This is an optimization exercise on Yosys and OpenROAD, whose aim is small area and a short achievable clock period, not a production implementation.
Only simulation tests tie the RTL to the original design; equivalence was not proved.

== willow ==
==> module rob_pointer_counter, before the edit <==
module rob_pointer_counter (
  input  logic       clk,
  input  logic       reset,
  input  logic       dispatch_valid,
  input  logic       done_e,       
  input  logic       done_o,       
  output logic [7:0] row_e,        
  output logic [7:0] row_o,        
  output logic       head_odd,     
  output logic [3:0] tail,
  output logic [15:0] tail_oh,     
  output logic       alloc_ready,
  output logic       alloc_fire,
  output logic       we_e,         
  output logic       we_o          
);
  logic [4:0] count;
  logic       nz;      
  logic       gt1;     
  logic       gt2;
  logic       gt3;
  logic       is15;
  logic       one;     
  logic       none;    
  logic       two;     
  logic [4:0] c1;      
  logic       c1_gt0;
  logic       c1_gt1;
  logic       c1_gt2;
  logic       c1_gt3;
  logic       c1_full;
  logic [6:0] next;    
  logic full;          
  assign alloc_fire = dispatch_valid && !full;
  assign we_e = nz && done_e && (!head_odd || (gt1 && done_o));
  assign we_o = nz && done_o && ( head_odd || (gt1 && done_e));
  assign two  =   we_e &&  we_o;
  assign none = !(we_e ||  we_o);
  assign one  = !two && !none;
  assign gt2  = (count > 5'd2);
  assign gt3  = (count > 5'd3);
  assign is15 = (count == 5'd15);
  assign c1      = count + 5'(alloc_fire);
  assign c1_gt0  = alloc_fire || nz;
  assign c1_gt1  = alloc_fire ? nz  : gt1;
  assign c1_gt2  = alloc_fire ? gt1 : gt2;
  assign c1_gt3  = alloc_fire ? gt2 : gt3;
  assign c1_full = alloc_fire ? is15 : full;
  rob_onehot_mux #(.N(3), .W(7)) u_count_mux (
    .sel ({two, one, none}),
    .d   ({c1_gt3, c1_gt2, c1 - 5'd2,
           c1_gt2, c1_gt1, c1 - 5'd1,
           c1_gt1, c1_gt0, c1}),
    .q   (next)
  );
  always_ff @(posedge clk) begin
    if (reset) begin
      row_e       <= 8'd1;
      row_o       <= 8'd1;
      head_odd    <= 1'b0;
      tail        <= '0;
      tail_oh     <= 16'd1;
      count       <= '0;
      nz          <= 1'b0;
      gt1         <= 1'b0;
      alloc_ready <= 1'b1;
      full        <= 1'b0;
    end else begin
      if (we_e) row_e <= {row_e[6:0], row_e[7]};
      if (we_o) row_o <= {row_o[6:0], row_o[7]};
      head_odd    <= head_odd ^ one;
      if (alloc_fire) tail <= tail + 4'd1;
      if (alloc_fire) tail_oh <= {tail_oh[14:0], tail_oh[15]};
      {gt1, nz, count} <= next;
      alloc_ready <= !(none && c1_full);
      full        <=   none && c1_full;
    end
  end
endmodule
==> module arch_regfile, before the edit <==
module arch_regfile (
  input  logic        clk,
  input  logic        reset,
  input  logic        we_e,
  input  logic [4:0]  waddr_e,
  input  logic [31:0] wdata_e,
  input  logic        we_o,
  input  logic [4:0]  waddr_o,
  input  logic [31:0] wdata_o,
  input  logic        e_younger,    
  input  logic [4:0]  raddr,
  output logic [31:0] rdata
);
  logic        p_we_e;
  logic        p_we_o;
  logic [4:0]  p_addr_e;
  logic [4:0]  p_addr_o;
  logic [31:0] p_data_e;
  logic [31:0] p_data_o;
  logic        p_e_younger;
  always_ff @(posedge clk) begin
    if (reset) begin
      p_we_e <= 1'b0;
      p_we_o <= 1'b0;
    end else begin
      p_we_e <= we_e && (waddr_e != 5'd0);
      p_we_o <= we_o && (waddr_o != 5'd0);
    end
    p_addr_e    <= waddr_e;
    p_addr_o    <= waddr_o;
    p_data_e    <= wdata_e;
    p_data_o    <= wdata_o;
    p_e_younger <= e_younger;
  end
  logic [31:0] regs [1:31];
  logic [31:1] hit_e;
  logic [31:1] hit_o;
  logic [31:1] sel_e;
  logic [31:1] sel_o;
  logic [31:1] keep;
  always_comb begin
    for (int r = 1; r < 32; r++) begin
      hit_e[r] = p_we_e && (p_addr_e == 5'(r));
      hit_o[r] = p_we_o && (p_addr_o == 5'(r));
      sel_e[r] = !reset && hit_e[r] && !(hit_o[r] && !p_e_younger);
      sel_o[r] = !reset && hit_o[r] && !(hit_e[r] && p_e_younger);
      keep[r]  = !reset && !hit_e[r] && !hit_o[r];
    end
  end
  for (genvar r = 1; r < 32; r++) begin : g_reg
    rob_word3 u_word (
      .clk   (clk),
      .sel_a (sel_e[r]),
      .a     (p_data_e),
      .sel_b (sel_o[r]),
      .b     (p_data_o),
      .keep  (keep[r]),
      .q     (regs[r])
    );
  end
  logic        byp_e;
  logic        byp_o;
  logic        take_e;
  logic        take_o;
  logic        no_byp;
  logic [31:1] rsel;
  logic [33*32-1:0] rwords;
  assign byp_e  = p_we_e && (p_addr_e == raddr);
  assign byp_o  = p_we_o && (p_addr_o == raddr);
  assign take_e = byp_e && (p_e_younger || !byp_o);
  assign take_o = byp_o && !(byp_e && p_e_younger);
  assign no_byp = !byp_e && !byp_o;
  always_comb begin
    for (int r = 1; r < 32; r++) begin
      rsel[r]                = no_byp && (raddr == 5'(r));
      rwords[(r-1)*32 +: 32] = regs[r];
    end
    rwords[31*32 +: 32] = p_data_e;
    rwords[32*32 +: 32] = p_data_o;
  end
  rob_onehot_mux #(.N(33), .W(32)) u_read (
    .sel ({take_o, take_e, rsel}),
    .d   (rwords),
    .q   (rdata)
  );
endmodule
clock: 5.0 ns
lec_check: 0
cap_margin: 20
core_margin: 2
core_utilization: 40
place_density: 0.6
setup_slack_margin: 2.9
slew_margin: 20
synth_hierarchical: 1
tns_end_percent: 5
standard.sh (not shown) runs the stock make flow with config.mk's settings and CLKGATE_MAP_FILE= SYNTH_SCRIPT=/design/flow/synth_recipe.tcl, a recipe that flattens the netlist after the stock synthesis.
==> flow/flow/run.sh <==
#!/bin/bash
# The standard layout, with these changes to how it is made:
# - the port buffers are plain buffers instead of the delay cell
#   buffer_ports picks on its own;
# - clock tree sinks are clustered in larger groups, which gives a shallower
#   tree with fewer buffers;
# - global routing keeps more room on met1 and met2 (flow/fastroute.tcl),
#   which eases detailed routing;
# - after global routing, one more setup repair and an antenna repair with
#   a margin (flow/post_grt.tcl).
set -euo pipefail
bash standard.sh \
  "BUFFER_PORTS_ARGS=-buffer_cell sky130_fd_sc_hd__buf_2" \
  "CTS_ARGS=-sink_clustering_enable -repair_clock_nets -sink_clustering_size 25 -sink_clustering_max_diameter 150 -dont_use_dummy_load" \
  "FASTROUTE_TCL=$PWD/flow/fastroute.tcl" \
  "POST_GLOBAL_ROUTE_TCL=$PWD/flow/post_grt.tcl" \
  finish > flow_make.log 2>&1
==> flow/flow/fastroute.tcl <==
# Global routing capacity: leave more of met1 and met2 free for pin access,
# so that more of the routing goes to the upper layers
set_global_routing_layer_adjustment met1 0.5
set_global_routing_layer_adjustment met2 0.35
set_global_routing_layer_adjustment met3-$::env(MAX_ROUTING_LAYER) 0.2

set_routing_layers -clock $::env(MIN_CLK_ROUTING_LAYER)-$::env(MAX_ROUTING_LAYER)
set_routing_layers -signal $::env(MIN_ROUTING_LAYER)-$::env(MAX_ROUTING_LAYER)
==> flow/flow/post_grt.tcl <==
# After global routing (its own setup repair and antenna repair done):
# one more setup repair with global-route parasitics, then antennas once
# more with a margin, so that detailed routing is less likely to leave
# antenna violations that need another full detailed routing pass
log_cmd estimate_parasitics -global_routing
repair_timing_helper -setup
log_cmd global_route -start_incremental
log_cmd detailed_placement
log_cmd global_route -end_incremental
repair_antennas -iterations 3 -ratio_margin 20
check_placement -verbose
Flow for willow halted at 5_1_grt, error code GRT-0232.
### willow -> harbor
--- a/flow/design.v
+++ b/flow/design.v
@@ -57,6 +57,5 @@
   logic       c1_full;
   logic [6:0] next;    
-  logic full;          
-  assign alloc_fire = dispatch_valid && !full;
+  assign alloc_fire = dispatch_valid && alloc_ready;
   assign we_e = nz && done_e && (!head_odd || (gt1 && done_o));
   assign we_o = nz && done_o && ( head_odd || (gt1 && done_e));
@@ -72,5 +71,5 @@
   assign c1_gt2  = alloc_fire ? gt1 : gt2;
   assign c1_gt3  = alloc_fire ? gt2 : gt3;
-  assign c1_full = alloc_fire ? is15 : full;
+  assign c1_full = alloc_fire ? is15 : !alloc_ready;
   rob_onehot_mux #(.N(3), .W(7)) u_count_mux (
     .sel ({two, one, none}),
@@ -91,5 +90,4 @@
       gt1         <= 1'b0;
       alloc_ready <= 1'b1;
-      full        <= 1'b0;
     end else begin
       if (we_e) row_e <= {row_e[6:0], row_e[7]};
@@ -100,5 +98,4 @@
       {gt1, nz, count} <= next;
       alloc_ready <= !(none && c1_full);
-      full        <=   none && c1_full;
     end
   end
@@ -280,29 +277,29 @@
     );
   end
+  logic [31:0] array_rdata;
   logic        byp_e;
   logic        byp_o;
   logic        take_e;
   logic        take_o;
-  logic        no_byp;
   logic [31:1] rsel;
-  logic [33*32-1:0] rwords;
-  assign byp_e  = p_we_e && (p_addr_e == raddr);
-  assign byp_o  = p_we_o && (p_addr_o == raddr);
-  assign take_e = byp_e && (p_e_younger || !byp_o);
-  assign take_o = byp_o && !(byp_e && p_e_younger);
-  assign no_byp = !byp_e && !byp_o;
+  logic [31*32-1:0] rwords;
   always_comb begin
     for (int r = 1; r < 32; r++) begin
-      rsel[r]                = no_byp && (raddr == 5'(r));
+      rsel[r]     = (raddr == 5'(r));
       rwords[(r-1)*32 +: 32] = regs[r];
     end
-    rwords[31*32 +: 32] = p_data_e;
-    rwords[32*32 +: 32] = p_data_o;
   end
-  rob_onehot_mux #(.N(33), .W(32)) u_read (
-    .sel ({take_o, take_e, rsel}),
+  rob_onehot_mux #(.N(31), .W(32)) u_read (
+    .sel (rsel),
     .d   (rwords),
-    .q   (rdata)
+    .q   (array_rdata)
   );
+  assign byp_e  = p_we_e && (p_addr_e == raddr);
+  assign byp_o  = p_we_o && (p_addr_o == raddr);
+  assign take_e = byp_e && (p_e_younger || !byp_o);
+  assign take_o = byp_o && !(byp_e && p_e_younger);
+  assign rdata = ({32{take_e}} & p_data_e) |
+                 ({32{take_o}} & p_data_o) |
+                 ({32{!byp_e && !byp_o}} & array_rdata);
 endmodule
 `timescale 1ns/1ps
Results
Going from willow to harbor, fraction of the yosys area taken by sequential cells shrinks by 0.28 points. Post-place instance area up 0.55% in harbor wrt willow. Compared willow against harbor; global placer's final weighted congestion within noise. In terms of initial standard-cell utilization of the core, harbor and willow differ only marginally. The proportion of synthesized area in mux cells of harbor is lower than that of willow. Taking willow as the reference, in harbor count of distinct cell types in the synthesized netlist now sits higher, number of cells upsized or downsized after cts shows an increase of 45%, number of instances in the synthesized netlist grew by about 0.9%, TritonCTS buffer count went down by 1. harbor and willow ended up with nearly the same number of sinks on the clock net. Compared harbor against willow; die outline height within noise. harbor finished every stage and its layout cleared the timing, design-rule and antenna checks.

separate check: timing with driven ports:
Ports are ideal in the flow. The routed layout listed here was re-timed in OpenROAD. Step 1: set_driving_cell puts a clkbuf_16 on clk and a buf_2 on each other input, an assumption about the parent block. Step 2 moves the port delays by t, midway between the first and last clock arrival at a register: inputs arrive t later, outputs are due t later. That takes back most of the time a late clock gives input paths. a / b / c = ideal / step 1 / step 2; a / b = the first two.
run: harbor
t, ns: 0.844
setup WS [ns]: 2.357 / 2.143 / 1.300
worst setup path at the end: input to register
worst slew at a driven data input, ns: 0.34
After both steps setup and hold are still met in harbor. The setup slack of harbor moves by -0.214 ns with the drivers and by -1.057 ns with both steps.
